This is an optimization exercise on Yosys and OpenROAD, whose aim is small area and a short achievable clock period, not a production implementation.
Function was checked by simulation only, so behaviour that the tests miss may differ from the original.

== run A ==
// fp_mul_top
module fp_mul_top
(
  input  logic        clk,
  input  logic        reset,
  input  logic [2:0]  r_mode,  
  input  logic [31:0] fp_x,
  input  logic [31:0] fp_y,
  output logic [31:0] fp_z,
  output logic        ovrf,
  output logic        udrf
);
For scale: ~34 flip-flops, about 100 I/O pins, about 0.017 mm^2 of cells after synthesis.
export LEC_CHECK = 0
export ABC_AREA = 1
export CAP_MARGIN = 20
export CORE_MARGIN = 2
export CORE_UTILIZATION = 40
export SETUP_SLACK_MARGIN = 4.5
export SLEW_MARGIN = 20
create_clock -name core_clock -period 14.5 [get_ports {clk}]
standard.sh (not shown) runs the stock make flow with config.mk's settings and CLKGATE_MAP_FILE= SYNTH_SCRIPT=/design/flow/synth_recipe.tcl, a recipe that flattens the netlist after the stock synthesis.
==> flow/flow/run.sh <==
#!/bin/bash
# Layout flow: the standard flow (standard.sh) with two changes:
#  - synthesis maps the design's fa_cell/ha_cell modules straight to the
#    library's full/half adder cells before flattening (ORFS's synth.tcl with
#    one techmap added after its hierarchy check), and skips Yosys's
#    extract_fa, so the rest of the adders are left to abc;
#  - the port buffers are buf_2 cells instead of the default delay buffers.
set -euo pipefail
here=$(pwd)

sed -e 's#^hierarchy -check -top \$::env(DESIGN_NAME)$#&\ntechmap -map '"$here"'/flow/adder_cells.v#' \
    -e 's#^  extract_fa {\*}\[dont_use_extract_fa_args\]$#  \# extract_fa skipped#' \
  "$FLOW_HOME/scripts/synth.tcl" > "$here/synth_adders.tcl"
grep -q adder_cells.v "$here/synth_adders.tcl"
grep -q "extract_fa skipped" "$here/synth_adders.tcl"
sed 's#source \$::env(SCRIPTS_DIR)/synth.tcl#source '"$here"'/synth_adders.tcl#' \
  "$here/synth_recipe.tcl" > "$here/synth_recipe_adders.tcl"
grep -q synth_adders.tcl "$here/synth_recipe_adders.tcl"
sed 's#SYNTH_SCRIPT=[^ ]*#SYNTH_SCRIPT='"$here"'/synth_recipe_adders.tcl#' \
  "$here/standard.sh" > "$here/standard_adders.sh"
grep -q synth_recipe_adders.tcl "$here/standard_adders.sh"

export BUFFER_PORTS_ARGS="-buffer_cell sky130_fd_sc_hd__buf_2"
bash "$here/standard_adders.sh" > "$here/flow.log" 2>&1
==> flow/flow/adder_cells.v <==
// maps the design's fa_cell and ha_cell modules to the library adder cells
module fa_cell (input a, input b, input ci, output s, output co);
  sky130_fd_sc_hd__fa_1 _TECHMAP_REPLACE_ (.A(a), .B(b), .CIN(ci), .SUM(s), .COUT(co));
endmodule

module ha_cell (input a, input b, output s, output co);
  sky130_fd_sc_hd__ha_1 _TECHMAP_REPLACE_ (.A(a), .B(b), .SUM(s), .COUT(co));
endmodule
Here is what was changed in the inputs of run B compared with run A.
Settings: SETUP_SLACK_MARGIN now 5, was 4.5; CORE_UTILIZATION now 60, was 40.
--- outcome ---
- Setup slack in run B is 0.36 ns higher than in run A
- From run A to run B the numbers moved as follows: post-placement cell count down 201, clock buffer count in the final layout now smaller.
- Run B against run A: deepest level of the CTS H-tree roughly the same, peak clock frequency supported by timing moved up, final standard cell area without fillers now sits higher.
- Share of post-route cells with drive strength above 1, run B and run A: lower on run A
- Wire length on met2, run B and run A: larger value in run A

* * *

Another version of the RTL of fp_mul_top (not shown whole).
Size: roughly 2400 cells after synthesis, roughly 34 flip-flops, about 100 I/O pins.
clock: 14.5 ns
lec_check: 0
abc_area: 1
cap_margin: 20
core_margin: 2
core_utilization: 40
setup_slack_margin: 5
slew_margin: 20
tns_end_percent: 10
==> flow/flow/run.sh <==
#!/bin/bash
# Layout flow: the standard flow (standard.sh) with these changes:
#  - synthesis maps the design's fa_cell/ha_cell modules straight to the
#    library's full/half adder cells before flattening (ORFS's synth.tcl with
#    one techmap added after its hierarchy check), and skips Yosys's
#    extract_fa, so the rest of the adders are left to abc;
#  - abc maps with flow/abc.script, when the version has one;
#  - the port buffers are buf_2 cells instead of the default delay buffers;
#  - make variables from flow/extra_vars.txt, when the version has one.
set -euo pipefail
here=$(pwd)

sed -e 's#^hierarchy -check -top \$::env(DESIGN_NAME)$#&\ntechmap -map '"$here"'/flow/adder_cells.v#' \
    -e 's#^  extract_fa {\*}\[dont_use_extract_fa_args\]$#  \# extract_fa skipped#' \
  "$FLOW_HOME/scripts/synth.tcl" > "$here/synth_adders.tcl"
grep -q adder_cells.v "$here/synth_adders.tcl"
grep -q "extract_fa skipped" "$here/synth_adders.tcl"
if [[ -f "$here/flow/abc.script" ]]; then
  sed -i 's#^  log_cmd abc {\*}\$abc_args$#  log_cmd abc {*}[lreplace $abc_args 1 1 '"$here"'/flow/abc.script]#' "$here/synth_adders.tcl"
  grep -q "flow/abc.script" "$here/synth_adders.tcl"
fi
sed 's#source \$::env(SCRIPTS_DIR)/synth.tcl#source '"$here"'/synth_adders.tcl#' \
  "$here/synth_recipe.tcl" > "$here/synth_recipe_adders.tcl"
grep -q synth_adders.tcl "$here/synth_recipe_adders.tcl"
# extra make variables, from flow/extra_vars.txt if present (one NAME=value per line)
extra=""
if [[ -f "$here/flow/extra_vars.txt" ]]; then
  extra=$(grep -E '^[A-Z_]+=[^ ]+$' "$here/flow/extra_vars.txt" | tr '\n' ' ')
fi
sed -e 's#SYNTH_SCRIPT=[^ ]*#SYNTH_SCRIPT='"$here"'/synth_recipe_adders.tcl#' \
    -e 's#"\${@:-finish}"#'"$extra"'"${@:-finish}"#' \
  "$here/standard.sh" > "$here/standard_adders.sh"
grep -q synth_recipe_adders.tcl "$here/standard_adders.sh"

port_buffer=sky130_fd_sc_hd__buf_2
export BUFFER_PORTS_ARGS="-buffer_cell $port_buffer"
bash "$here/standard_adders.sh" > "$here/flow.log" 2>&1
Scripts as last shown in full above: flow/flow/adder_cells.v
Then changed:
PLACE_DENSITY = 0.8   (was not set)
TNS_END_PERCENT = not set   (was 10)
Effect: Sequential share of layout area stays flat; design area drops by 0.42%; hold slack gains 6.2 ps; routed wire length decreases by 8.1%.
Then changed:
PLACE_DENSITY = not set   (was 0.8)
TNS_END_PERCENT = 0   (was not set)
=> Core utilization grows by 0.19 points. Worst hold slack got worse by 6.2 ps. Die area does not change. Wire length rose by 8.8%. Synthesized cell count is unchanged. Sequential share of layout area is about the same. Cell count stays flat. Worst setup slack improved by 16 ps. Critical path depth decreases by 2. Design area increases by 0.42%.
Then changed:
TNS_END_PERCENT = not set   (was 0)
The changed run completed with no timing, DRC or antenna violations.
Area after synthesis does not change.
Setup slack does not change.
Cell area stays the same.

* * *

Another version of the RTL of fp_mul_top (not shown whole).
Size: roughly 2,200 cells after synthesis, ~34 flip-flops.
==> flow/config.mk <==
export PLATFORM = sky130hd
export DESIGN_NAME = fp_mul_top
export DESIGN_NICKNAME = fp_mul_top
export VERILOG_FILES = /design/flow/design.v
export SDC_FILE = /design/flow/constraint.sdc
export NUM_CORES = 4
export LEC_CHECK = 0
export ABC_AREA = 1
export CAP_MARGIN = 20
export CORE_MARGIN = 2
export CORE_UTILIZATION = 40
export SETUP_SLACK_MARGIN = 5
export SLEW_MARGIN = 20
==> flow/constraint.sdc <==
create_clock -name core_clock -period 14.5 [get_ports {clk}]
set_input_delay 2.9000 -clock core_clock [delete_from_list [all_inputs] [get_ports {clk}]]
set_output_delay 2.9000 -clock core_clock [all_outputs]
set_load 0.01 [all_outputs]
==> flow/flow/abc.script <==
strash
balance
rewrite
refactor
balance
rewrite
rewrite -z
balance
refactor -z
rewrite -z
balance
dch
map -B 0.9
topo
stime -c
buffer -c
upsize -c
dnsize -c
Scripts as last shown in full above: flow/flow/run.sh, flow/flow/adder_cells.v
Then changed:
==> flow/flow/abc.script (replaced) <==
strash
dc2
dch
map -B 0.9
topo
stime -c
buffer -c
upsize -c
dnsize -c
The new run finished clean.
Cell area went up by about a fifth.
Wire length rose by roughly a tenth.
Count of clock-buffer cells in the layout shrinks by 1.
Global-route usage is higher by 1.2 points.
Via count grows by a little under a tenth.
Area after synthesis fell slightly.
Sequential share of layout area goes down by 0.59 points.
Setup slack got worse by 0.11 ns.

* * *

fp_mul_top with an RTL version that a note above also has.
Size: roughly 2400 cells after synthesis, ~34 flip-flops, ~100 I/O pins, about 17000 sq um of cells after synthesis.
Settings: LEC_CHECK=0, ABC_AREA=1, CAP_MARGIN=20, CORE_MARGIN=2, CORE_UTILIZATION=40, SETUP_SLACK_MARGIN=5, SLEW_MARGIN=20; clock period 14.5 ns.
==> flow/flow/abc.script <==
strash
dch
map -D 4000 -B 0.9
topo
stime -c
buffer -c
upsize -c
dnsize -c
Scripts as last shown in full above: flow/flow/run.sh, flow/flow/adder_cells.v
Change:
==> flow/flow/abc.script (replaced) <==
strash
dch
map -D 4500 -B 0.9
topo
stime -c
buffer -c
upsize -c
dnsize -c
What happened: Area after synthesis goes down by 1.5%. Worst setup slack improves by 0.14 ns. Sequential share of layout area is about the same. Final area barely changes. Cell count goes down by 3.5%.

* * *

Setup of red:
Another version of the RTL of fp_mul_top (not shown whole).
Size in the first run: ~2700 cells after synthesis, ~34 flip-flops, roughly 100 I/O pins.
clock: 14.5 ns
lec_check: 0
abc_area: 1
cap_margin: 20
core_margin: 2
core_utilization: 40
setup_slack_margin: 4
slew_margin: 20
run.sh (not shown) runs the stock make flow with config.mk's settings and CLKGATE_MAP_FILE= SYNTH_SCRIPT=/design/flow/synth_recipe.tcl, a recipe that flattens the netlist after the stock synthesis.
Stock flow here: none of the scripts above is used.
Every stage of the flow completed for red, and the final layout passed the timing, DRC and antenna checks.
Edits applied to the flow inputs when going from red to blue:
Settings: ABC_AREA no longer set, was 1; SETUP_SLACK_MARGIN no longer set, was 4.
Findings:
- Compared with red, in blue multi-input logic area increased 0.0025 mm²; number of signal-net buffers in the layout fell by 23%; number of placed cells counting well taps increased 389.
- The dominant combinational cell family by area after synthesis comes out adder cells in one run and compound AO/OA/AOI/OAI gates in the other, namely in red and blue respectively.
- sky130_fd_sc_hd__nand2_1 as the most common cell after layout, fill and taps aside was reported by red, and sky130_fd_sc_hd__nor2_1 by blue.
### blue -> green
Settings: an added ABC_AREA of 1; an added SETUP_SLACK_MARGIN of 5.
## What came out
Vias after detailed routing: green < blue. On wire length on met1: between green and blue, it ends up higher for blue. Wire: green routes less than blue. Looking at global-route total usage across every layer, green sits 4.0 points above blue. blue → green: mux share of post-synthesis cell area dropped 1.1 points, worst setup margin climbed 3.82 ns.
Input changes introduced in orange (baseline for comparison: green):
Settings: swapping 5 for 3 in SETUP_SLACK_MARGIN.
--- outcome ---
Side by side, area overhead of the layout relative to synthesis turned out lower in orange than in green.
Number of stages on the worst setup path: orange > green
Compared with green, in orange sequential cell area fraction in the yosys report did not really move.

## afterwards: timing with drivers on the ports
The flow's constraints put no driver on any port. The routed layouts listed below were extracted and timed again, unchanged, in two steps. Step 1 assumes that a clkbuf_16 drives the clock port and a buf_2 every other input. Step 2 adds t to the input delays and takes it off the output delays; t is the mean of the earliest and latest rising clock arrival at the registers after step 1. Input paths then give back, and output paths get back, about the clock's delay inside the block. Slacks: ideal ports / drivers / drivers and shift; pairs: ideal ports / drivers.
run	t (ns)	slack for setup (ns)	clock arrival spread, ns	cell pins on the clock port's net
run A	0.315	4.899 / 4.875 / 4.560	0.005 / 0.005	1
run B	0.328	5.258 / 5.249 / 4.922	0.011 / 0.011	1
the first run of note 2	0.328	5.298 / 5.319 / 4.991	0.010 / 0.010	1
the second run of note 2	0.318	5.282 / 5.302 / 4.984	0.006 / 0.006	1
the third run of note 2	0.328	5.298 / 5.319 / 4.991	0.010 / 0.010	1
the fourth run of note 2	0.328	5.298 / 5.319 / 4.991	0.010 / 0.010	1
the first run of note 3	0.324	5.272 / 5.277 / 4.954	0.009 / 0.009	1
the second run of note 3	0.323	5.158 / 5.148 / 4.825	0.011 / 0.010	1
the first run of note 4	0.328	5.298 / 5.319 / 4.991	0.010 / 0.010	1
the second run of note 4	0.334	5.443 / 5.410 / 5.076	0.002 / 0.001	1
red	0.305	4.251 / 4.247 / 3.942	0.006 / 0.005	1
blue	0.304	1.065 / 1.067 / 0.763	0.004 / 0.004	1
green	0.313	4.884 / 4.889 / 4.576	0.007 / 0.006	1
orange	0.307	3.529 / 3.533 / 3.226	0.006 / 0.006	1
After both steps setup and hold are still met in every run listed. For the second run of note 4, which loses most, drivers alone change the setup slack by -0.033 ns; drivers and shift together by -0.367 ns.
